Background: an optimization exercise with open tools, aiming at small area and a short achievable clock period. Do not read the settings as production practice.
No functional check of the RTL was part of any run shown here.

==> flow/design.v, too long to show whole: its modules and the start of the top module <==
// module grad_top: 175 lines
// module absdiff_v: 154 lines
// module absdiff_h: 154 lines
// module sqsum: 23 lines
// module times3: 64 lines
// module div_r0: 263 lines
// module div_r1: 279 lines
// module sq_r0: 12 lines
// module sq_r1: 27 lines
// module div_r2: 273 lines
// module div_r3: 273 lines
// module div_r4: 273 lines
// module div_r5: 273 lines
// module div_r6: 273 lines
// module sq_r2: 38 lines
// module sq_r3: 49 lines
// module sq_r4: 60 lines
// module sq_r5: 71 lines
// module sq_r6: 84 lines
// module sq_r7: 97 lines
// module sq_r8: 110 lines
// module sq_r9: 111 lines
// module div_r7: 89 lines
// module div_r8: 273 lines
// module tan_pre: 14 lines
// module div_r9: 202 lines
// module sq_r10: 124 lines
// module sq_r11: 137 lines
// module sq_r12: 109 lines
module grad_top (
    input  wire logic        clk,
    input  wire logic        rst,
    input  wire logic        in_valid,
    input  wire logic        sof,
    input  wire logic [7:0]  pixel,
    output logic             out_valid,
    output logic [32:0]      grad
);
  // ...
==> flow/flow/run.sh <==
#!/bin/bash
# The standard layout (the standard.sh: ORFS with the standard synthesis
# and the standard flow's config.mk and SDC), with a larger setup margin for ORFS's timing
# repair so that it keeps shortening paths past the design's generous period.
set -euo pipefail
MARGIN=$(cat flow/margin.txt)
bash standard.sh SETUP_SLACK_MARGIN=$MARGIN finish > standard.log 2>&1
==> flow/flow/margin.txt <==
14
==> flow/standard.sh <==
#!/bin/bash
# synth_recipe.tcl (not shown) runs the flow's synth.tcl, then flattens the netlist and writes it again
# the make line also repeats each setting of config.mk as NAME=value (left out here)
make -C /OpenROAD-flow-scripts/flow DESIGN_CONFIG=/design/flow/config.mk WORK_HOME=/design/flow/orfs CLKGATE_MAP_FILE= SYNTH_SCRIPT=/design/flow/synth_recipe.tcl "${@:-finish}"
==> flow/config.mk <==
export PLATFORM = sky130hd
export DESIGN_NAME = grad_top
export DESIGN_NICKNAME = grad_top
export VERILOG_FILES = /design/flow/design.v
export SDC_FILE = /design/flow/constraint.sdc
export NUM_CORES = 4
export LEC_CHECK = 0
export CAP_MARGIN = 20
export CORE_MARGIN = 2
export CORE_UTILIZATION = 40
export SLEW_MARGIN = 20
export SYNTH_HIERARCHICAL = 1
==> flow/constraint.sdc <==
create_clock -name core_clock -period 26.0 [get_ports {clk}]
set_input_delay 5.2000 -clock core_clock [delete_from_list [all_inputs] [get_ports {clk}]]
set_output_delay 5.2000 -clock core_clock [all_outputs]
set_load 0.01 [all_outputs]
==> tab_implementation.tex, run 1 <==
\begin{tabular}{lr}
\hline
Metric & Value \\
\hline
\multicolumn{2}{l}{\textbf{STA}} \\
\quad Count of endpoints failing hold in the final timing report & 0 \\
\quad Unrepaired setup endpoints after global routing & yes \\
\multicolumn{2}{l}{\textbf{Yosys}} \\
\quad Cell taking the most area after synthesis & sky130\_fd\_sc\_hd\_\_edfxtp\_1 \\
\quad Total of flip-flops plus latches after synthesis & $\sim$380 \\
\quad Synthesized-area fraction occupied by and/or/nand/nor cells & 0.191 \\
\quad Leading cell types by count after synthesis & sky130\_fd\_sc\_hd\_\_edfxtp\_1 (308), sky130\_fd\_sc\_hd\_\_inv\_1 (306), sky130\_fd\_sc\_hd\_\_buf\_4 (222) \\
\quad Primary FF master, synth & sky130\_fd\_sc\_hd\_\_edfxtp\_1 \\
\quad Number of warnings reported in the yosys synthesis log & 8 \\
\quad Cell with the most instances after synthesis & sky130\_fd\_sc\_hd\_\_edfxtp\_1 \\
\multicolumn{2}{l}{\textbf{Finish}} \\
\quad Layout overhead on the synthesized area & 7.43\% \\
\quad Register with the most flip-flops & sr \\
\quad Fill cell total of the finished layout & $\sim$8,000 \\
\quad Flip-flop count of the largest register after layout & $\sim$260 \\
\quad Final design instance area without fill & 36,100 um\^{}2 \\
\multicolumn{2}{l}{\textbf{Outcome}} \\
\quad Result of the run & complete, no violations \\
\multicolumn{2}{l}{\textbf{CTS}} \\
\quad CTS H-tree lvls & 2 \\
\quad Root cell of the clock tree & sky130\_fd\_sc\_hd\_\_clkbuf\_16 \\
\quad Cts repair resizes & 50 \\
\quad Post-CTS clock slew at the launch and capture registers of the worst setup and hold paths & $\sim$0.06 ns \\
\quad Worst-skew pair later-pin latency & between 0.5 and 0.6 ns \\
\multicolumn{2}{l}{\textbf{Worst setup path}} \\
\quad Cells along the critical path & nor2b\_2, o41ai\_2, o211ai\_1, a311oi\_4, nor3\_2, xor2\_2, buf\_4, inv\_2, a21oi\_1, o2111ai\_2, a31oi\_4, or3\_4, o41a\_1, o221ai\_4, nand2\_2, o21ai\_1, a2bb2oi\_2, o221ai\_2, nor2\_1, nor2\_2, ha\_4, buf\_12, mux2\_2, clkdlybuf4s50\_1 \\
\quad Slowest cell on the critical path & sky130\_fd\_sc\_hd\_\_clkdlybuf4s50\_1 \\
\multicolumn{2}{l}{\textbf{Global route}} \\
\quad Number of antenna violations at the first check in global routing & 1 \\
\multicolumn{2}{l}{\textbf{Routing}} \\
\quad First-iteration detailed-routing DRC count & about 1,500 \\
\quad Via density per instance & around 5.5 \\
\multicolumn{2}{l}{\textbf{Floorplan}} \\
\quad Total Die Area & between 80,000 and 90,000 um\^{}2 \\
\multicolumn{2}{l}{\textbf{Hold path}} \\
\quad Worst hold-check path type & reg2reg \\
\multicolumn{2}{l}{\textbf{Job}} \\
\quad Max-cap check violation count & 0 \\
\hline
\end{tabular}
==> run 2: changes to the inputs <==
==> flow/flow/margin.txt (replaced) <==
13
==> run 2 against run 1 <==
- area after synthesis did not move
- first-iteration DRC count rose by 6.6%
- setup slack got worse by 0.66 ns
- still clean on timing, DRC and antenna
==> tab_implementation.tex, run 2 <==
\begin{tabular}{lr}
\hline
Metric & Value \\
\hline
\multicolumn{2}{l}{\textbf{Placement}} \\
\quad Worst slack after detailed placement & 12.17 ns \\
\quad Detailed placer's ending HPWL & roughly 51 mm \\
\quad Number of input and output port buffers inserted & 45 \\
\quad Placed cell count & 4,453 \\
\quad RePlAce Congestion & 0.880 \\
\quad Standard cell area after detailed placement & 33,800 um\^{}2 \\
\multicolumn{2}{l}{\textbf{STA}} \\
\quad Final number of max-transition violations & 0 \\
\quad Transition time at the pin with the least slew margin & between 1 and 1.5 ns \\
\quad Highest clock frequency the design can meet & 79.8 MHz \\
\quad Hold WS & $\sim$0.34 ns \\
\quad Worst clock skew & 0.0322 ns \\
\quad Minimum clock period after layout & around 13 ns \\
\quad Setup-failing EPs final & 0 \\
\quad Unrepaired setup endpoints after global routing & no \\
\quad Worst slew margin relative to its limit & 0.311 \\
\quad Min setup slack post-route & roughly 13 ns \\
\quad Count of endpoints failing hold in the final timing report & 0 (unchanged) \\
\quad Final critical-path share of the clock period & 0.482 \\
\quad Summed negative setup slack over all endpoints & 0 ns \\
\multicolumn{2}{l}{\textbf{Floorplan}} \\
\quad CORE AREA & approximately 83,000 um\^{}2 \\
\quad Row count & $\sim$110 \\
\quad Die outline width & slightly below 300 um \\
\quad Die Y-Extent & 294 um \\
\quad Total Die Area & 86,400 um\^{}2 (unchanged) \\
\quad Initial cell density of the core & 0.403 \\
\quad Count of boundary I/O pins & 46 \\
\multicolumn{2}{l}{\textbf{Yosys}} \\
\quad Number of distinct library cells after synthesis & between 100 and 150 \\
\quad Total of flip-flops plus latches after synthesis & 379 (unchanged) \\
\quad Number of warnings reported in the yosys synthesis log & 8 (unchanged) \\
\quad Leading cell types by count after synthesis & sky130\_fd\_sc\_hd\_\_edfxtp\_1 (308), sky130\_fd\_sc\_hd\_\_inv\_1 (306), sky130\_fd\_sc\_hd\_\_buf\_4 (222) \\
\quad Fraction of synthesized cell area taken by the top area cell type & 0.275 \\
\quad Share of synthesized registers carrying an async set or reset & 0 \\
\quad Cell taking the most area after synthesis & sky130\_fd\_sc\_hd\_\_edfxtp\_1 \\
\quad Leading cell types by total area after synthesis & sky130\_fd\_sc\_hd\_\_edfxtp\_1 (28\%), sky130\_fd\_sc\_hd\_\_xnor2\_1 (5.4\%), sky130\_fd\_sc\_hd\_\_buf\_4 (5.0\%), sky130\_fd\_sc\_hd\_\_dfxtp\_1 (4.2\%), sky130\_fd\_sc\_hd\_\_fa\_1 (3.8\%) \\
\quad Number of flops mapped to enable cells by yosys & $\sim$310 \\
\quad Sequential share of the synthesized area & 0.317 \\
\quad Primary FF master, synth & sky130\_fd\_sc\_hd\_\_edfxtp\_1 \\
\quad Cell with the most instances after synthesis & sky130\_fd\_sc\_hd\_\_edfxtp\_1 \\
\quad Synth Cell Area & approximately 34,000 um\^{}2 \\
\quad Average size of a mapped cell & around 9.4 um\^{}2 \\
\quad Gate count after technology mapping & between 3,000 and 4,000 \\
\multicolumn{2}{l}{\textbf{CTS}} \\
\quad Post-CTS Hold Fix Bufs & 0 \\
\quad Clock net sink count & 379 \\
\quad Post-CTS clock slew at the launch and capture registers of the worst setup and hold paths & 0.06 ns (about the same) \\
\quad Root cell of the clock tree & sky130\_fd\_sc\_hd\_\_clkbuf\_16 \\
\quad Worst-skew pair later-pin latency & 0.57 ns (-0.02 ns) \\
\quad Clock Path Buffers & 3 \\
\quad CTS buffer count & 39 \\
\quad TritonCTS clock tree & yes \\
\quad CTS H-tree lvls & 2 (unchanged) \\
\multicolumn{2}{l}{\textbf{Worst setup path}} \\
\quad Endpoint type of the worst setup path & primary output \\
\quad Maximum fanout along the worst path & 18 \\
\quad Critical Setup Path Class & reg2out \\
\quad Required time reported for the critical path endpoint & $\sim$21 ns \\
\quad Arr. time, crit path & approximately 7.3 ns \\
\quad Category of the worst setup path launch point & flop \\
\multicolumn{2}{l}{\textbf{Global route}} \\
\quad Wire length of the first global-routing pass & $\sim$120 mm \\
\quad Largest net degree at the start of global routing & 90 \\
\quad Vias in the first global route & roughly 23,000 \\
\quad Number of antenna violations at the first check in global routing & 1 (unchanged) \\
\quad Grt ovf & 0 \\
\quad Global-route usage over all layers & 0.163 \\
\multicolumn{2}{l}{\textbf{Finish}} \\
\quad Layout overhead on the synthesized area & 4.71\% \\
\quad Register with the most flip-flops & sr \\
\quad Most common library cell in the layout ignoring fill and taps & sky130\_fd\_sc\_hd\_\_edfxtp\_1 \\
\quad End-of-flow core utilization & 0.422 \\
\quad Post-route insts no fill & about 4,500 \\
\quad Final design instance area without fill & 35,200 um\^{}2 (-2.5\%) \\
\quad Final net count & between 3,000 and 4,000 \\
\quad Registers with the most flip-flops & sr (256), r1\_M (14), r2\_q (14) \\
\quad Most frequent cells in the layout & sky130\_fd\_sc\_hd\_\_edfxtp\_1 (308), sky130\_fd\_sc\_hd\_\_inv\_1 (305), sky130\_fd\_sc\_hd\_\_nand2\_1 (219), sky130\_fd\_sc\_hd\_\_nor2\_1 (203), sky130\_fd\_sc\_hd\_\_xnor2\_1 (202) \\
\quad Flip-flop count of the largest register after layout & 256 (unchanged) \\
\quad Fraction of layout instances using a drive strength above 1 & 0.120 \\
\multicolumn{2}{l}{\textbf{Routing}} \\
\quad Post-route antenna net violation count & 0 \\
\quad Routed wire per std cell & between 15 and 20 um \\
\quad First-iteration detailed-routing DRC count & 1,638 (+6.6\%) \\
\quad Vias & 24,400 \\
\quad Post-route DRC & 0 \\
\quad Via density per instance & 5.40 (-1.0\%) \\
\quad Routed WL & between 70 and 80 mm \\
\quad Iteration count of the initial detailed-routing pass & 5 \\
\multicolumn{2}{l}{\textbf{Outcome}} \\
\quad Result of the run & complete, no violations \\
\multicolumn{2}{l}{\textbf{Hold path}} \\
\quad Worst hold-check path type & reg2reg \\
\multicolumn{2}{l}{\textbf{Job}} \\
\quad Max-cap check violation count & 0 (unchanged) \\
\hline
\end{tabular}
## run 2: timing repair
item | CTS | global route
cloned | 2 | 0
buffers inserted | 0 | 1
setup endpoints to repair | 30 | 31
pin swaps | 1 | 0
gates resized for setup | 9 | 20
## run 2: critical path, cell delays in order (launching register included)
cell and delay (ns):
sky130_fd_sc_hd__dfxtp_1 0.61, sky130_fd_sc_hd__inv_1 0.12, sky130_fd_sc_hd__fa_1 0.46, sky130_fd_sc_hd__nor2b_1 0.16, sky130_fd_sc_hd__a2111oi_1 0.50, sky130_fd_sc_hd__o31ai_1 0.16, sky130_fd_sc_hd__xnor2_1 0.16, sky130_fd_sc_hd__nor2_1 0.06
sky130_fd_sc_hd__xnor2_1 0.45, sky130_fd_sc_hd__inv_1 0.19, sky130_fd_sc_hd__a21oi_1 0.26, sky130_fd_sc_hd__nand3_1 0.11, sky130_fd_sc_hd__a31oi_1 0.36, sky130_fd_sc_hd__or3_4 0.31, sky130_fd_sc_hd__o31ai_1 0.12, sky130_fd_sc_hd__xnor2_1 0.48
sky130_fd_sc_hd__inv_1 0.13, sky130_fd_sc_hd__a221o_1 0.38, sky130_fd_sc_hd__o221ai_2 0.23, sky130_fd_sc_hd__nor2_1 0.09, sky130_fd_sc_hd__nor2_1 0.19, sky130_fd_sc_hd__ha_4 0.33, sky130_fd_sc_hd__mux2_2 0.40, sky130_fd_sc_hd__clkdlybuf4s50_1 0.49
## run 2: worst paths after layout
path                                 start    endpoint  slack [ns]  cells past startpoint
worst min register to register     r1_q[2]     r2_q[2]        0.34                      0
worst max-delay path               r2_D[1]    grad[12]       13.47                     23
worst max register to register  r1_root[0]  r2_rem[10]       13.85                     48
worst min-delay path               r1_q[2]     r2_q[2]        0.34                      0
## run 2: modules after synthesis, one instance, submodules excluded, a selection
module	cells inside	area, um^2	flip-flops and latches
sq_r8	102	696	0
div_r1	185	1310	0
div_r8	198	1380	0
sq_r6	62	460	0
sq_r0	4	26.3	0
sq_r3	31	225	0
div_r5	198	1380	0
## run 2: logic make-up (layout without fill, tap and decap cells)
| logic type | count (synthesis) | after routing | share of synthesized area |
|---|---|---|---|
| compound gates | 824 | 825 | 0.199 |
| xor+xnor | 287 | 287 | 0.0748 |
| fa+ha+maj | 214 | 214 | 0.0900 |
| buf+inv | 621 | 485 | 0.0984 |
| flops | 379 | 379 | 0.317 |
| mux | 95 | 95 | 0.0300 |
| other cells | 1 | 3 | 0.000112 |
| simple gates | 1160 | 1160 | 0.191 |
## run 2: final cells by class
| type | count | area (um^2) |
|---|---|---|
| fillers | 8115 | 48200 |
| multi-input cells | 2583 | 19800 |
| flip-flops and latches | 379 | 10700 |
| well taps | 1080 | 1350 |
| inverters | 318 | 1210 |
| clock buffers | 47 | 1020 |
| repair buffers | 95 | 842 |
| clock inverters | 24 | 265 |
| repair inverters | 1 | 5.00 |
| diodes | 1 | 2.50 |
## run 2: routing by layer
layer	vias to the layer above	track usage	routed length [um]
met3	99	0.0199	2530
met5	-	0	0
li1	12300	-	-
met1	11700	0.226	34800
met2	366	0.271	33300
met4	0	0.0378	1330
==> run 3: changes to the inputs <==
==> flow/flow/margin.txt (replaced) <==
14.5
==> run 3 against run 2 <==
- still clean on timing, DRC and antenna
- maximum frequency is 10% higher
- setup slack improved by 1.2 ns
- clock-buffer cell count grew 9
- utilization is 2.5 points higher
- area after synthesis stayed put
- critical path type unchanged
- highest routed layer unchanged
==> tab_implementation.tex, run 3 <==
\begin{tabular}{lr}
\hline
Metric & Value \\
\hline
\multicolumn{2}{l}{\textbf{Yosys}} \\
\quad Average size of a mapped cell & 9.39 um\^{}2 (unchanged) \\
\quad Share of the synthesized area in compound gates (AO/OA/AOI/OAI) & 0.199 (unchanged) \\
\quad Total of flip-flops plus latches after synthesis & 379 (unchanged) \\
\quad Synthesized-area fraction occupied by and/or/nand/nor cells & 0.191 (unchanged) \\
\quad Leading cell types by count after synthesis & sky130\_fd\_sc\_hd\_\_edfxtp\_1 (308), sky130\_fd\_sc\_hd\_\_inv\_1 (306), sky130\_fd\_sc\_hd\_\_buf\_4 (222) \\
\quad Xor and xnor area share after synthesis & 0.0748 (unchanged) \\
\quad Cell with the most instances after synthesis & sky130\_fd\_sc\_hd\_\_edfxtp\_1 \\
\quad Fraction of synthesized cell area taken by the top area cell type & 0.275 (unchanged) \\
\quad Sequential share of the synthesized area & 0.317 (unchanged) \\
\quad Adder-cell share of the synthesized area & 0.0900 (unchanged) \\
\quad Number of flops mapped to enable cells by yosys & 308 (unchanged) \\
\quad Dominant combinational cell family by area after synthesis & compound AO/OA/AOI/OAI gates \\
\quad Synth Cell Area & 33,600 um\^{}2 (unchanged) \\
\quad Leading cell types by total area after synthesis & sky130\_fd\_sc\_hd\_\_edfxtp\_1 (28\%), sky130\_fd\_sc\_hd\_\_xnor2\_1 (5.4\%), sky130\_fd\_sc\_hd\_\_buf\_4 (5.0\%), sky130\_fd\_sc\_hd\_\_dfxtp\_1 (4.2\%), sky130\_fd\_sc\_hd\_\_fa\_1 (3.8\%) \\
\quad Share of synthesized registers carrying an async set or reset & 0 (unchanged) \\
\quad Gate count after technology mapping & 3,581 (unchanged) \\
\quad Primary FF master, synth & sky130\_fd\_sc\_hd\_\_edfxtp\_1 \\
\quad Number of warnings reported in the yosys synthesis log & 8 (unchanged) \\
\quad Portion of netlist area occupied by mux cells & 0.0300 (unchanged) \\
\quad Number of distinct library cells after synthesis & 143 (unchanged) \\
\quad Cell taking the most area after synthesis & sky130\_fd\_sc\_hd\_\_edfxtp\_1 \\
\multicolumn{2}{l}{\textbf{Finish}} \\
\quad Diodes inserted & 0 (-1) \\
\quad Most frequent cells in the layout & sky130\_fd\_sc\_hd\_\_edfxtp\_1 (308), sky130\_fd\_sc\_hd\_\_inv\_1 (294), sky130\_fd\_sc\_hd\_\_nand2\_1 (216), sky130\_fd\_sc\_hd\_\_nor2\_1 (191), sky130\_fd\_sc\_hd\_\_xnor2\_1 (179) \\
\quad Fill cell total of the finished layout & 7,921 (-2.4\%) \\
\quad Fraction of layout instances using a drive strength above 1 & 0.195 (+0.0758) \\
\quad Flip-flop count of the largest register after layout & 256 (unchanged) \\
\quad Most common library cell in the layout ignoring fill and taps & sky130\_fd\_sc\_hd\_\_edfxtp\_1 \\
\quad Final net count & 3,696 (+3.2\%) \\
\quad Footprint of the multi-input gates & 20,800 um\^{}2 (+5.0\%) \\
\quad End-of-flow core utilization & 0.447 (+0.0248) \\
\quad Registers with the most flip-flops & sr (256), r1\_M (14), r2\_q (14) \\
\quad Register with the most flip-flops & sr \\
\quad Area used by sequential logic in the layout & 10,700 um\^{}2 (+0.29\%) \\
\quad Layout overhead on the synthesized area & 10.9\% \\
\multicolumn{2}{l}{\textbf{Placement}} \\
\quad Detailed placer's ending HPWL & 51.8 mm (+1.7\%) \\
\quad Worst slack after detailed placement & 12.85 ns (+0.680 ns) \\
\quad RePlAce Congestion & 0.884 (+0.51\%) \\
\quad Number of input and output port buffers inserted & 45 (unchanged) \\
\multicolumn{2}{l}{\textbf{Hold path}} \\
\quad Worst hold-check path type & reg2reg \\
\quad Critical hold path startpoint & r1\_vz \\
\multicolumn{2}{l}{\textbf{Routing}} \\
\quad Post-route DRC & 0 (unchanged) \\
\quad Vias & 25,300 (+3.4\%) \\
\quad First-iteration detailed-routing DRC count & 1,551 (-5.3\%) \\
\quad Iteration count of the initial detailed-routing pass & 6 (+1) \\
\quad Via density per instance & 5.44 (+0.85\%) \\
\quad Post-route antenna net violation count & 0 (unchanged) \\
\quad Routed WL & 76.6 mm (+6.4\%) \\
\quad Routed wire per std cell & 16.5 um (+3.7\%) \\
\multicolumn{2}{l}{\textbf{Job}} \\
\quad Max-cap check violation count & 0 (unchanged) \\
\multicolumn{2}{l}{\textbf{Floorplan}} \\
\quad Count of boundary I/O pins & 46 (unchanged) \\
\quad Initial cell density of the core & 0.403 (unchanged) \\
\quad Die Y-Extent & 294 um (unchanged) \\
\quad Die outline width & 294 um (unchanged) \\
\quad Row count & 106 (unchanged) \\
\quad Total Die Area & 86,400 um\^{}2 (unchanged) \\
\quad CORE AREA & 83,400 um\^{}2 (unchanged) \\
\multicolumn{2}{l}{\textbf{STA}} \\
\quad Hold WS & 0.346 ns (+0.00466 ns) \\
\quad Transition time at the pin with the least slew margin & 1.01 ns (-0.0231 ns) \\
\quad Final number of max-transition violations & 0 (unchanged) \\
\quad Unrepaired setup endpoints after global routing & yes \\
\quad Setup-failing EPs final & 0 (unchanged) \\
\quad Min setup slack post-route & 14.66 ns (+1.19 ns) \\
\quad Worst slew margin relative to its limit & 0.326 (+0.0154) \\
\quad Worst clock skew & 0.0323 ns (+0.0000621 ns) \\
\quad Minimum clock period after layout & 11.34 ns (-1.19 ns) \\
\quad Count of endpoints failing hold in the final timing report & 0 (unchanged) \\
\quad Summed negative setup slack over all endpoints & 0 ns (unchanged) \\
\quad Final critical-path share of the clock period & 0.436 (-0.0456) \\
\quad Highest clock frequency the design can meet & 88.2 MHz (+10\%) \\
\multicolumn{2}{l}{\textbf{CTS}} \\
\quad Post-CTS clock slew at the launch and capture registers of the worst setup and hold paths & 0.06 ns (about the same) \\
\quad CTS buffer count & 42 (+7.7\%) \\
\quad Root cell of the clock tree & sky130\_fd\_sc\_hd\_\_clkbuf\_16 \\
\quad TritonCTS clock tree & yes \\
\quad Clock net sink count & 379 (unchanged) \\
\quad CTS H-tree lvls & 2 (unchanged) \\
\quad Worst-skew pair later-pin latency & 0.59 ns (+0.02 ns) \\
\quad Clock Path Buffers & 3 (unchanged) \\
\quad Post-CTS Hold Fix Bufs & 0 (unchanged) \\
\multicolumn{2}{l}{\textbf{Worst setup path}} \\
\quad Critical Setup Path Class & reg2out \\
\quad Maximum fanout along the worst path & 7 (-11) \\
\quad R2r startpoint & r1\_root[0] \\
\quad Required time reported for the critical path endpoint & 20.80 ns (about the same) \\
\quad Critical path startpoint & r2\_R[4] \\
\quad Endpoint type of the worst setup path & primary output \\
\quad Arr. time, crit path & 6.14 ns (-1.19 ns) \\
\quad Category of the worst setup path launch point & flop \\
\multicolumn{2}{l}{\textbf{Global route}} \\
\quad Grt ovf & 0 (unchanged) \\
\quad Global-route usage over all layers & 0.172 (+0.00842) \\
\quad Wire length of the first global-routing pass & 123 mm (+5.1\%) \\
\quad Number of antenna violations at the first check in global routing & 2 (+1) \\
\quad Vias in the first global route & 23,800 (+4.4\%) \\
\quad Largest net degree at the start of global routing & 124 (+38\%) \\
\multicolumn{2}{l}{\textbf{Outcome}} \\
\quad Result of the run & complete, no violations \\
\hline
\end{tabular}
-- run 3: Yosys stat by module (local to each module, per instance), excerpt --
module / cells / flops+latches / cell area [um^2]
div_r0: 147 / 0 / 1100
div_r1: 185 / 0 / 1310
div_r7: 62 / 0 / 450
times3: 63 / 0 / 439
sq_r1: 15 / 0 / 108
sq_r6: 62 / 0 / 460
sq_r8: 102 / 0 / 696
div_r9: 87 / 0 / 652
grad_top: 434 / 379 / 11100
div_r5: 198 / 0 / 1380
div_r6: 198 / 0 / 1380
sq_r5: 63 / 0 / 430
sq_r0: 4 / 0 / 26.3
div_r2: 198 / 0 / 1380
div_r4: 198 / 0 / 1380
-- run 3: worst paths after layout --
| path | cells after the start | endpoint | slack [ns] |
|---|---|---|---|
| max reg2reg | 49 | r2_rem[10] | 15.12 |
| min reg2reg | 0 | r2_vz | 0.35 |
| max | 24 | grad[5] | 14.66 |
| min | 0 | r2_vz | 0.35 |
-- run 3: routing by layer --
layer  wire length (um)  GRT usage  vias to the layer above
met4               1210     0.0375                        0
met2              36200      0.286                      445
li1                   -          -                    12500
met1              36200      0.241                    12200
met3               2900     0.0165                       94
met5                  0          0                        -
-- run 3: logic make-up (layout without fill, tap and decap cells) --
| group | Yosys count | after routing |
|---|---|---|
| compound gates | 824 | 827 |
| xor+xnor | 287 | 287 |
| fa+ha+maj | 214 | 214 |
| buf+inv | 621 | 598 |
| flops | 379 | 379 |
| mux | 95 | 95 |
| other cells | 1 | 2 |
| simple gates | 1160 | 1161 |
-- run 3: critical path, stage by stage, from the launching register on --
cell and delay, ns:
sky130_fd_sc_hd__dfxtp_4 0.37, sky130_fd_sc_hd__nor2b_1 0.15, sky130_fd_sc_hd__maj3_2 0.32, sky130_fd_sc_hd__maj3_2 0.32, sky130_fd_sc_hd__a311oi_4 0.21, sky130_fd_sc_hd__buf_6 0.16
sky130_fd_sc_hd__buf_4 0.12, sky130_fd_sc_hd__mux2_4 0.35, sky130_fd_sc_hd__a211o_1 0.29, sky130_fd_sc_hd__o2111ai_4 0.12, sky130_fd_sc_hd__a31oi_4 0.12, sky130_fd_sc_hd__or3_4 0.46
sky130_fd_sc_hd__o41a_1 0.48, sky130_fd_sc_hd__o221ai_4 0.36, sky130_fd_sc_hd__buf_6 0.15, sky130_fd_sc_hd__o221ai_2 0.10, sky130_fd_sc_hd__a2bb2oi_2 0.16, sky130_fd_sc_hd__o221ai_2 0.23
sky130_fd_sc_hd__nor2_2 0.08, sky130_fd_sc_hd__nor2_2 0.14, sky130_fd_sc_hd__ha_4 0.19, sky130_fd_sc_hd__buf_6 0.12, sky130_fd_sc_hd__buf_16 0.10, sky130_fd_sc_hd__mux2_2 0.32
sky130_fd_sc_hd__buf_2 0.14
-- run 3: repair_timing --
item	CTS	global route
setup buffers	46	59
endpoints found under the hold margin	0	0
gates cloned	3	3
gates resized for setup	154	194
pin swaps	30	65
endpoints found under the setup margin	49	54
-- run 3: cell type report --
class / instances / share of cell area
timing repair buffer: 203 / 0.0457
sequential: 379 / 0.287
multi-input combinational: 2586 / 0.559
inverter: 318 / 0.0329
clock buffer: 56 / 0.0313
tap: 1080 / 0.0362
clock inverter: 21 / 0.00765
-- run 3: per-stage QoR --
stage	instance area, um^2	instances
floorplan	33700	3582
global placement	33800	4455
detailed placement	33800	4455
CTS	36100	4581
global route	37300	4643
finish	37300	4643
==> run 4: changes to the inputs <==
==> flow/flow/margin.txt (replaced) <==
15
==> run 4 against run 3 <==
- global-route usage decreased by 0.095 points
- still clean
- clock skew is 0.0025 ns lower
- clock-buffer cell count decreased by 5
==> tab_implementation.tex, run 4 <==
\begin{tabular}{lr}
\hline
Metric & Value \\
\hline
\multicolumn{2}{l}{\textbf{Finish}} \\
\quad Layout overhead on the synthesized area & 14.5\% \\
\quad Final net count & 3,748 (+1.4\%) \\
\quad Registers with the most flip-flops & sr (256), r1\_M (14), r2\_q (14) \\
\quad Most common library cell in the layout ignoring fill and taps & sky130\_fd\_sc\_hd\_\_edfxtp\_1 \\
\quad Fraction of layout instances using a drive strength above 1 & 0.229 (+0.0334) \\
\quad Register with the most flip-flops & sr \\
\quad Flip-flop count of the largest register after layout & 256 (unchanged) \\
\quad Diodes inserted & 0 (unchanged) \\
\quad Fill cell total of the finished layout & 7,798 (-1.6\%) \\
\quad Most frequent cells in the layout & sky130\_fd\_sc\_hd\_\_edfxtp\_1 (308), sky130\_fd\_sc\_hd\_\_inv\_1 (287), sky130\_fd\_sc\_hd\_\_nand2\_1 (213), sky130\_fd\_sc\_hd\_\_nor2\_1 (188), sky130\_fd\_sc\_hd\_\_buf\_4 (177) \\
\quad Post-route insts no fill & 4,696 (+1.1\%) \\
\multicolumn{2}{l}{\textbf{Global route}} \\
\quad Wire length of the first global-routing pass & 123 mm (-0.66\%) \\
\quad Number of antenna violations at the first check in global routing & 1 (-1) \\
\quad Largest net degree at the start of global routing & 110 (-11\%) \\
\quad Global-route usage over all layers & 0.171 (-0.000948) \\
\quad Grt ovf & 0 (unchanged) \\
\quad Vias in the first global route & 23,700 (-0.80\%) \\
\multicolumn{2}{l}{\textbf{Floorplan}} \\
\quad Count of boundary I/O pins & 46 (unchanged) \\
\quad Total Die Area & 86,400 um\^{}2 (unchanged) \\
\quad Row count & 106 (unchanged) \\
\quad Initial cell density of the core & 0.403 (unchanged) \\
\quad Die outline width & 294 um (unchanged) \\
\quad CORE AREA & 83,400 um\^{}2 (unchanged) \\
\quad Die Y-Extent & 294 um (unchanged) \\
\multicolumn{2}{l}{\textbf{Yosys}} \\
\quad Primary FF master, synth & sky130\_fd\_sc\_hd\_\_edfxtp\_1 \\
\quad Number of distinct library cells after synthesis & 143 (unchanged) \\
\quad Synth Cell Area & 33,600 um\^{}2 (unchanged) \\
\quad Leading cell types by count after synthesis & sky130\_fd\_sc\_hd\_\_edfxtp\_1 (308), sky130\_fd\_sc\_hd\_\_inv\_1 (306), sky130\_fd\_sc\_hd\_\_buf\_4 (222) \\
\quad Number of warnings reported in the yosys synthesis log & 8 (unchanged) \\
\quad Fraction of synthesized cell area taken by the top area cell type & 0.275 (unchanged) \\
\quad Gate count after technology mapping & 3,581 (unchanged) \\
\quad Average size of a mapped cell & 9.39 um\^{}2 (unchanged) \\
\quad Number of flops mapped to enable cells by yosys & 308 (unchanged) \\
\quad Leading cell types by total area after synthesis & sky130\_fd\_sc\_hd\_\_edfxtp\_1 (28\%), sky130\_fd\_sc\_hd\_\_xnor2\_1 (5.4\%), sky130\_fd\_sc\_hd\_\_buf\_4 (5.0\%), sky130\_fd\_sc\_hd\_\_dfxtp\_1 (4.2\%), sky130\_fd\_sc\_hd\_\_fa\_1 (3.8\%) \\
\quad Cell taking the most area after synthesis & sky130\_fd\_sc\_hd\_\_edfxtp\_1 \\
\quad Total of flip-flops plus latches after synthesis & 379 (unchanged) \\
\quad Cell with the most instances after synthesis & sky130\_fd\_sc\_hd\_\_edfxtp\_1 \\
\quad Sequential share of the synthesized area & 0.317 (unchanged) \\
\quad Share of synthesized registers carrying an async set or reset & 0 (unchanged) \\
\multicolumn{2}{l}{\textbf{Worst setup path}} \\
\quad Critical Setup Path Class & reg2out \\
\quad Required time reported for the critical path endpoint & 20.80 ns (about the same) \\
\quad Maximum fanout along the worst path & 8 (+1) \\
\quad CP delay by family, top & compound AO/OA/AOI/OAI gates \\
\quad Endpoint type of the worst setup path & primary output \\
\quad Slowest cell on the critical path & sky130\_fd\_sc\_hd\_\_o41a\_1 \\
\quad Maximum single-stage delay on the critical path & 0.46 ns (-0.02 ns) \\
\quad Category of the worst setup path launch point & flop \\
\quad Number of buffers and inverters on the critical path & 9 (+3) \\
\quad Arr. time, crit path & 6.05 ns (-0.09 ns) \\
\quad Most repeated library cell on the critical path & sky130\_fd\_sc\_hd\_\_buf\_6 \\
\multicolumn{2}{l}{\textbf{Routing}} \\
\quad Routed WL & 77.2 mm (+0.86\%) \\
\quad Vias & 25,500 (+1.0\%) \\
\quad Iteration count of the initial detailed-routing pass & 5 (-1) \\
\quad Post-route antenna net violation count & 0 (unchanged) \\
\quad Post-route DRC & 0 (unchanged) \\
\quad Via density per instance & 5.44 (about the same) \\
\quad First-iteration detailed-routing DRC count & 1,581 (+1.9\%) \\
\quad Routed wire per std cell & 16.4 um (-0.28\%) \\
\multicolumn{2}{l}{\textbf{Outcome}} \\
\quad Result of the run & complete, no violations \\
\multicolumn{2}{l}{\textbf{Placement}} \\
\quad Detailed placer's ending HPWL & 51.4 mm (-0.85\%) \\
\quad Placed cell count & 4,453 (-0.045\%) \\
\quad RePlAce Congestion & 0.887 (+0.29\%) \\
\quad Worst slack after detailed placement & 13.16 ns (+0.314 ns) \\
\quad Number of input and output port buffers inserted & 45 (unchanged) \\
\multicolumn{2}{l}{\textbf{CTS}} \\
\quad Clock Path Buffers & 3 (unchanged) \\
\quad TritonCTS clock tree & yes \\
\quad Root cell of the clock tree & sky130\_fd\_sc\_hd\_\_clkbuf\_16 \\
\quad Clock net sink count & 379 (unchanged) \\
\quad CTS buffer count & 43 (+2.4\%) \\
\quad Post-CTS clock slew at the launch and capture registers of the worst setup and hold paths & 0.05 ns (about the same) \\
\quad Worst-skew pair later-pin latency & 0.58 ns (about the same) \\
\quad CTS H-tree lvls & 2 (unchanged) \\
\multicolumn{2}{l}{\textbf{STA}} \\
\quad Count of endpoints failing hold in the final timing report & 0 (unchanged) \\
\quad Min setup slack post-route & 14.75 ns (+0.0938 ns) \\
\quad Unrepaired setup endpoints after global routing & yes \\
\quad Final number of max-transition violations & 0 (unchanged) \\
\quad Setup-failing EPs final & 0 (unchanged) \\
\quad Final critical-path share of the clock period & 0.433 (-0.00361) \\
\quad Minimum clock period after layout & 11.25 ns (-0.0938 ns) \\
\quad Worst clock skew & 0.0298 ns (-0.00245 ns) \\
\quad Highest clock frequency the design can meet & 88.9 MHz (+0.83\%) \\
\quad Summed negative setup slack over all endpoints & 0 ns (unchanged) \\
\quad Transition time at the pin with the least slew margin & 1.04 ns (+0.0280 ns) \\
\quad Worst slew margin relative to its limit & 0.302 (-0.0236) \\
\multicolumn{2}{l}{\textbf{Hold path}} \\
\quad Worst hold-check path type & reg2reg \\
\multicolumn{2}{l}{\textbf{Job}} \\
\quad Max-cap check violation count & 0 (unchanged) \\
\hline
\end{tabular}
run 4: timing repair:
item	in CTS	in global routing
hold buffers	0	0
setup endpoints to repair	60	55
gates cloned	6	4
gates resized for setup	308	206
setup buffers	90	64
pin swaps	64	81
run 4: path summary, 6_finish.rpt:
check                           startpoint         to  slack [ns]  cells past startpoint
worst max register to register     r1_M[1]  r2_rem[2]       15.37                     46
worst min register to register     r1_q[2]    r2_q[2]        0.34                      0
worst max-delay path               r2_D[1]   grad[12]       14.75                     28
worst min-delay path               r1_q[2]    r2_q[2]        0.34                      0
run 4: cell families after synthesis:
group           synth area share
simple gates               0.191
compound gates             0.199
buf+inv                   0.0984
flops                      0.317
xor+xnor                  0.0748
fa+ha+maj                 0.0900
mux                       0.0300
other cells             0.000112
run 4: worst register-to-register path, delay by kind of cell (launching register included):
| family | cells | cell delay [ns] |
|---|---|---|
| muxes | 2 | 0.52 |
| buffers and inverters | 6 | 0.77 |
| AOI/OAI and AO/OA | 20 | 5.06 |
| and+or+nand+nor | 11 | 2.09 |
| adders and majority gates | 2 | 0.60 |
| DFF | 1 | 0.40 |
| xor gates and xnor gates | 5 | 1.06 |
run 4: metal layers:
layer  wire (um)  share of wire  track usage
met1       36600           0.47        0.235
met2       36800           0.48        0.291
met3        2660          0.034       0.0175
met4        1150          0.015       0.0338
met5           0              0            0
run 4: cell type report:
class	instances	area, um^2	share of cell area
multi-input cells	2589	21600	0.560
flip-flops and latches	379	10700	0.278
repair buffers	251	2180	0.0565
well taps	1080	1350	0.0351
inverters	318	1250	0.0324
clock buffers	51	1130	0.0293
clock inverters	28	304	0.00789
run 4: per-module statistics from Yosys (local to each module, per instance), excerpt:
module | copies in the design | cell area (um^2) | flops+latches
sq_r11 | 1 | 866 | 0
div_r7 | 1 | 450 | 0
sq_r12 | 1 | 208 | 0
sq_r0 | 1 | 26.3 | 0
sq_r4 | 1 | 375 | 0
absdiff_h | 1 | 805 | 0
div_r6 | 1 | 1380 | 0
sq_r7 | 1 | 531 | 0
sq_r2 | 1 | 287 | 0
sq_r3 | 1 | 225 | 0
div_r8 | 1 | 1380 | 0
div_r1 | 1 | 1310 | 0
sq_r1 | 1 | 108 | 0
absdiff_v | 1 | 805 | 0
div_r9 | 1 | 652 | 0
div_r5 | 1 | 1380 | 0
run 4: stage by stage:
| step | cell area [um^2] | util | hold WS [ns] |
|---|---|---|---|
| 2_1_floorplan | 33800 | - | 0.323 |
| 3_3_place_gp | 33900 | 0.407 | 0.327 |
| 3_5_place_dp | 33900 | 0.407 | 0.330 |
| 4_1_cts | 37000 | 0.443 | 0.345 |
| 5_1_grt | 38500 | 0.462 | 0.346 |
| 6_report | 38500 | 0.462 | 0.344 |
==> run 5: changes to the inputs <==
==> flow/flow/margin.txt (replaced) <==
15.5
==> run 5 against run 4 <==
- setup slack worse by 0.16 ns
- global-route usage is 0.44 points higher
- routed wire length increased by 2.4%
- utilization increased by 1.4 points
- critical path type unchanged
- maximum frequency down 1.4%
- sequential share of layout area is 0.79 points lower
- area after synthesis unchanged
- cell count increased by 2.3%
- cell area is 3.1% higher
- register-to-register slack better by 0.22 ns
- still clean on timing, DRC and antenna
==> tab_implementation.tex, run 5 <==
\begin{tabular}{lr}
\hline
Metric & Value \\
\hline
\multicolumn{2}{l}{\textbf{Outcome}} \\
\quad Result of the run & complete, no violations \\
\multicolumn{2}{l}{\textbf{Floorplan}} \\
\quad Row count & 106 (unchanged) \\
\quad Initial cell density of the core & 0.403 (unchanged) \\
\quad Total Die Area & 86,400 um\^{}2 (unchanged) \\
\quad Die Y-Extent & 294 um (unchanged) \\
\quad CORE AREA & 83,400 um\^{}2 (unchanged) \\
\quad Die outline width & 294 um (unchanged) \\
\quad Count of boundary I/O pins & 46 (unchanged) \\
\multicolumn{2}{l}{\textbf{Finish}} \\
\quad Final design instance area without fill & 39,700 um\^{}2 (+3.1\%) \\
\quad Most common library cell in the layout ignoring fill and taps & sky130\_fd\_sc\_hd\_\_edfxtp\_1 \\
\quad Fill cell total of the finished layout & 7,659 (-1.8\%) \\
\quad Registers with the most flip-flops & sr (256), r1\_M (14), r2\_q (14) \\
\quad Layout overhead on the synthesized area & 18.0\% \\
\quad End-of-flow core utilization & 0.476 (+0.0141) \\
\quad Flip-flop count of the largest register after layout & 256 (unchanged) \\
\quad Post-route insts no fill & 4,805 (+2.3\%) \\
\quad Most frequent cells in the layout & sky130\_fd\_sc\_hd\_\_edfxtp\_1 (308), sky130\_fd\_sc\_hd\_\_inv\_1 (283), sky130\_fd\_sc\_hd\_\_buf\_4 (266), sky130\_fd\_sc\_hd\_\_nand2\_1 (210), sky130\_fd\_sc\_hd\_\_nor2\_1 (181) \\
\quad Diodes inserted & 0 (unchanged) \\
\quad Register with the most flip-flops & sr \\
\quad Fraction of layout instances using a drive strength above 1 & 0.266 (+0.0376) \\
\quad Final net count & 3,861 (+3.0\%) \\
\multicolumn{2}{l}{\textbf{STA}} \\
\quad Minimum clock period after layout & 11.41 ns (+0.160 ns) \\
\quad Worst clock skew & 0.0198 ns (-0.0100 ns) \\
\quad Unrepaired setup endpoints after global routing & yes \\
\quad Count of endpoints failing hold in the final timing report & 0 (unchanged) \\
\quad Transition time at the pin with the least slew margin & 0.961 ns (-0.0784 ns) \\
\quad Summed negative setup slack over all endpoints & 0 ns (unchanged) \\
\quad Setup-failing EPs final & 0 (unchanged) \\
\quad Highest clock frequency the design can meet & 87.7 MHz (-1.4\%) \\
\quad Final critical-path share of the clock period & 0.439 (+0.00616) \\
\quad Final number of max-transition violations & 0 (unchanged) \\
\quad Min setup slack post-route & 14.59 ns (-0.160 ns) \\
\quad Worst slew margin relative to its limit & 0.360 (+0.0573) \\
\multicolumn{2}{l}{\textbf{Worst setup path}} \\
\quad Endpoint type of the worst setup path & primary output \\
\quad Most repeated library cell on the critical path & sky130\_fd\_sc\_hd\_\_buf\_6 \\
\quad Slowest cell on the critical path & sky130\_fd\_sc\_hd\_\_a311oi\_4 \\
\quad Critical Setup Path Class & reg2out \\
\quad Arr. time, crit path & 6.21 ns (+0.16 ns) \\
\quad Critical path startpoint & r2\_R[1] \\
\quad Maximum fanout along the worst path & 8 (unchanged) \\
\quad Required time reported for the critical path endpoint & 20.80 ns (about the same) \\
\quad Maximum single-stage delay on the critical path & 0.43 ns (-0.03 ns) \\
\quad Category of the worst setup path launch point & flop \\
\quad Cells along the critical path & nor2b\_4, o41ai\_4, o211ai\_1, a311oi\_4, buf\_6, mux2\_4, a211o\_1, o2111ai\_4, a31oi\_4, or3\_4, buf\_6, o211ai\_1, o221ai\_4, buf\_6, a22oi\_2, o221ai\_2, a2111oi\_4, nor2\_2, nor2\_2, ha\_4, buf\_12, buf\_6, mux2\_4, buf\_6 \\
\quad R2r startpoint & r1\_M[0] \\
\multicolumn{2}{l}{\textbf{CTS}} \\
\quad TritonCTS clock tree & yes \\
\quad Root cell of the clock tree & sky130\_fd\_sc\_hd\_\_clkbuf\_16 \\
\quad Clock net sink count & 379 (unchanged) \\
\quad CTS H-tree lvls & 2 (unchanged) \\
\quad Worst-skew pair later-pin latency & 0.58 ns (about the same) \\
\quad Clock Path Buffers & 3 (unchanged) \\
\quad Post-CTS clock slew at the launch and capture registers of the worst setup and hold paths & 0.07 ns (+0.02 ns) \\
\quad CTS buffer count & 40 (-7.0\%) \\
\multicolumn{2}{l}{\textbf{Yosys}} \\
\quad Leading cell types by total area after synthesis & sky130\_fd\_sc\_hd\_\_edfxtp\_1 (28\%), sky130\_fd\_sc\_hd\_\_xnor2\_1 (5.4\%), sky130\_fd\_sc\_hd\_\_buf\_4 (5.0\%), sky130\_fd\_sc\_hd\_\_dfxtp\_1 (4.2\%), sky130\_fd\_sc\_hd\_\_fa\_1 (3.8\%) \\
\quad Leading cell types by count after synthesis & sky130\_fd\_sc\_hd\_\_edfxtp\_1 (308), sky130\_fd\_sc\_hd\_\_inv\_1 (306), sky130\_fd\_sc\_hd\_\_buf\_4 (222) \\
\quad Share of the synthesized area in compound gates (AO/OA/AOI/OAI) & 0.199 (unchanged) \\
\quad Average size of a mapped cell & 9.39 um\^{}2 (unchanged) \\
\quad Synthesized-area fraction occupied by and/or/nand/nor cells & 0.191 (unchanged) \\
\quad Number of flops mapped to enable cells by yosys & 308 (unchanged) \\
\quad Portion of netlist area occupied by mux cells & 0.0300 (unchanged) \\
\quad Adder-cell share of the synthesized area & 0.0900 (unchanged) \\
\quad Gate count after technology mapping & 3,581 (unchanged) \\
\quad Cell taking the most area after synthesis & sky130\_fd\_sc\_hd\_\_edfxtp\_1 \\
\quad Fraction of synthesized cell area taken by the top area cell type & 0.275 (unchanged) \\
\quad Cell with the most instances after synthesis & sky130\_fd\_sc\_hd\_\_edfxtp\_1 \\
\quad Share of synthesized registers carrying an async set or reset & 0 (unchanged) \\
\quad Xor and xnor area share after synthesis & 0.0748 (unchanged) \\
\quad Synth Cell Area & 33,600 um\^{}2 (unchanged) \\
\quad Total of flip-flops plus latches after synthesis & 379 (unchanged) \\
\quad Dominant combinational cell family by area after synthesis & compound AO/OA/AOI/OAI gates \\
\quad Sequential share of the synthesized area & 0.317 (unchanged) \\
\quad Number of distinct library cells after synthesis & 143 (unchanged) \\
\quad Primary FF master, synth & sky130\_fd\_sc\_hd\_\_edfxtp\_1 \\
\quad Number of warnings reported in the yosys synthesis log & 8 (unchanged) \\
\multicolumn{2}{l}{\textbf{Routing}} \\
\quad Iteration count of the initial detailed-routing pass & 5 (unchanged) \\
\quad Via density per instance & 5.44 (about the same) \\
\quad Post-route DRC & 0 (unchanged) \\
\quad Routed WL & 79.1 mm (+2.4\%) \\
\quad Vias & 26,200 (+2.4\%) \\
\quad Routed wire per std cell & 16.5 um (+0.11\%) \\
\quad Post-route antenna net violation count & 0 (unchanged) \\
\quad First-iteration detailed-routing DRC count & 1,577 (-0.25\%) \\
\multicolumn{2}{l}{\textbf{Placement}} \\
\quad Detailed placer's ending HPWL & 51.9 mm (+1.0\%) \\
\quad RePlAce Congestion & 0.913 (+2.9\%) \\
\quad Worst slack after detailed placement & 13.20 ns (+0.0355 ns) \\
\quad Placed cell count & 4,452 (-0.022\%) \\
\quad Number of input and output port buffers inserted & 45 (unchanged) \\
\quad Standard cell area after detailed placement & 34,000 um\^{}2 (+0.23\%) \\
\multicolumn{2}{l}{\textbf{Global route}} \\
\quad Largest net degree at the start of global routing & 88 (-20\%) \\
\quad Number of antenna violations at the first check in global routing & 2 (+1) \\
\quad Global-route usage over all layers & 0.175 (+0.00441) \\
\quad Grt ovf & 0 (unchanged) \\
\quad Wire length of the first global-routing pass & 125 mm (+2.2\%) \\
\quad Vias in the first global route & 24,300 (+2.9\%) \\
\multicolumn{2}{l}{\textbf{Hold path}} \\
\quad Worst hold-check path type & reg2reg \\
\quad Critical hold path startpoint & r1\_vz \\
\multicolumn{2}{l}{\textbf{Job}} \\
\quad Max-cap check violation count & 0 (unchanged) \\
\hline
\end{tabular}
[run 5: cell counts after synthesis]
Identical to the previous run, type by type.
[run 5: worst max-delay path: cells and delay by family, from the launching register on]
| kind | cells | cell delay (ns) |
|---|---|---|
| muxes | 2 | 0.64 |
| AOI/OAI and AO/OA | 11 | 2.77 |
| DFF | 1 | 0.36 |
| buffers and inverters | 6 | 0.81 |
| adders and majority gates | 1 | 0.24 |
| and+or+nand+nor | 4 | 0.81 |
[run 5: routing by layer]
| metal | track usage | up-vias | routed length, um |
|---|---|---|---|
| met1 | 0.237 | 12600 | 36600 |
| met3 | 0.0227 | 153 | 2990 |
| met4 | 0.0567 | 0 | 2230 |
| met5 | 0 | - | 0 |
| met2 | 0.289 | 473 | 37300 |
| li1 | - | 12900 | - |
[run 5: area by class of cell]
class	instances	area, um^2	share of cell area
clock inverters	27	249	0.00627
flip-flops and latches	379	10700	0.271
repair buffers	365	3130	0.0788
clock buffers	45	1030	0.0260
inverters	318	1260	0.0317
well taps	1080	1350	0.0340
multi-input cells	2591	21900	0.553
[run 5: worst paths after layout]
path | endpoint | slack [ns] | depth (start not counted)
worst max register to register | r2_rem[10] | 15.59 | 47
worst max-delay path | grad[13] | 14.59 | 24
worst min-delay path | r2_vz | 0.34 | 0
worst min register to register | r2_vz | 0.34 | 0
[run 5: timing repair]
item | CTS | global route
gates resized for setup | 336 | 234
pin swaps | 110 | 134
gates cloned | 10 | 4
setup endpoints to repair | 65 | 60
hold buffers | 0 | 0
buffers inserted | 146 | 120
[run 5: cell families after synthesis]
| logic type | after synthesis |
|---|---|
| xor gates and xnor gates | 287 |
| muxes | 95 |
| and+or+nand+nor | 1160 |
| AOI/OAI and AO/OA | 824 |
| adders and majority gates | 214 |
| DFF | 379 |
| other | 1 |
| buffers and inverters | 621 |
[run 5: through the flow]
stage          hold slack, ns
2_1_floorplan           0.323
3_3_place_gp            0.325
3_5_place_dp            0.327
4_1_cts                 0.342
5_1_grt                 0.351
6_report                0.338
[run 5: Yosys stat by module, one instance, submodules excluded, a selection]
module     cells inside  flip-flops and latches  copies in the design
absdiff_h           112                       0                     1
sq_r7                77                       0                     1
sq_r2                41                       0                     1
sq_r0                 4                       0                     1
sq_r3                31                       0                     1
sq_r8               102                       0                     1
div_r8              198                       0                     1
sqsum               254                       0                     1
div_r2              198                       0                     1
sq_r11              121                       0                     1
sq_r6                62                       0                     1
div_r5              198                       0                     1

separate check: timing with driven ports:
Ports are ideal in the flow. The routed layouts listed here were re-timed in OpenROAD.
Step 1 sets driving cells, clkbuf_16 on the clock port and buf_2 on the other inputs (assumed; they add their load-dependent delay and slew).
Step 2 moves the port delays by t, midway between the first and last clock arrival at a register: inputs arrive t later, outputs are due t later. That takes back most of the time a late clock gives input paths.
Slacks: ideal / step 1 / step 2; pairs: ideal / step 1.
run | t (ns) | setup slack, ns | hold slack, ns | clock arrival spread, ns | slew at the worst register clock pin (ns)
run 1 | 0.635 | 14.134 / 14.073 / 13.793 | 0.345 / 0.345 / 0.345 | 0.035 / 0.035 | 0.08 / 0.08
run 2 | 0.613 | 13.472 / 13.414 / 13.139 | 0.341 / 0.341 / 0.341 | 0.037 / 0.037 | 0.07 / 0.07
run 3 | 0.627 | 14.658 / 14.602 / 14.181 | 0.346 / 0.346 / 0.346 | 0.032 / 0.033 | 0.07 / 0.07
run 4 | 0.623 | 14.751 / 14.692 / 14.274 | 0.344 / 0.344 / 0.344 | 0.031 / 0.031 | 0.06 / 0.06
run 5 | 0.627 | 14.591 / 14.535 / 14.231 | 0.338 / 0.338 / 0.338 | 0.020 / 0.020 | 0.07 / 0.07
After both steps every run listed still meets setup and hold.
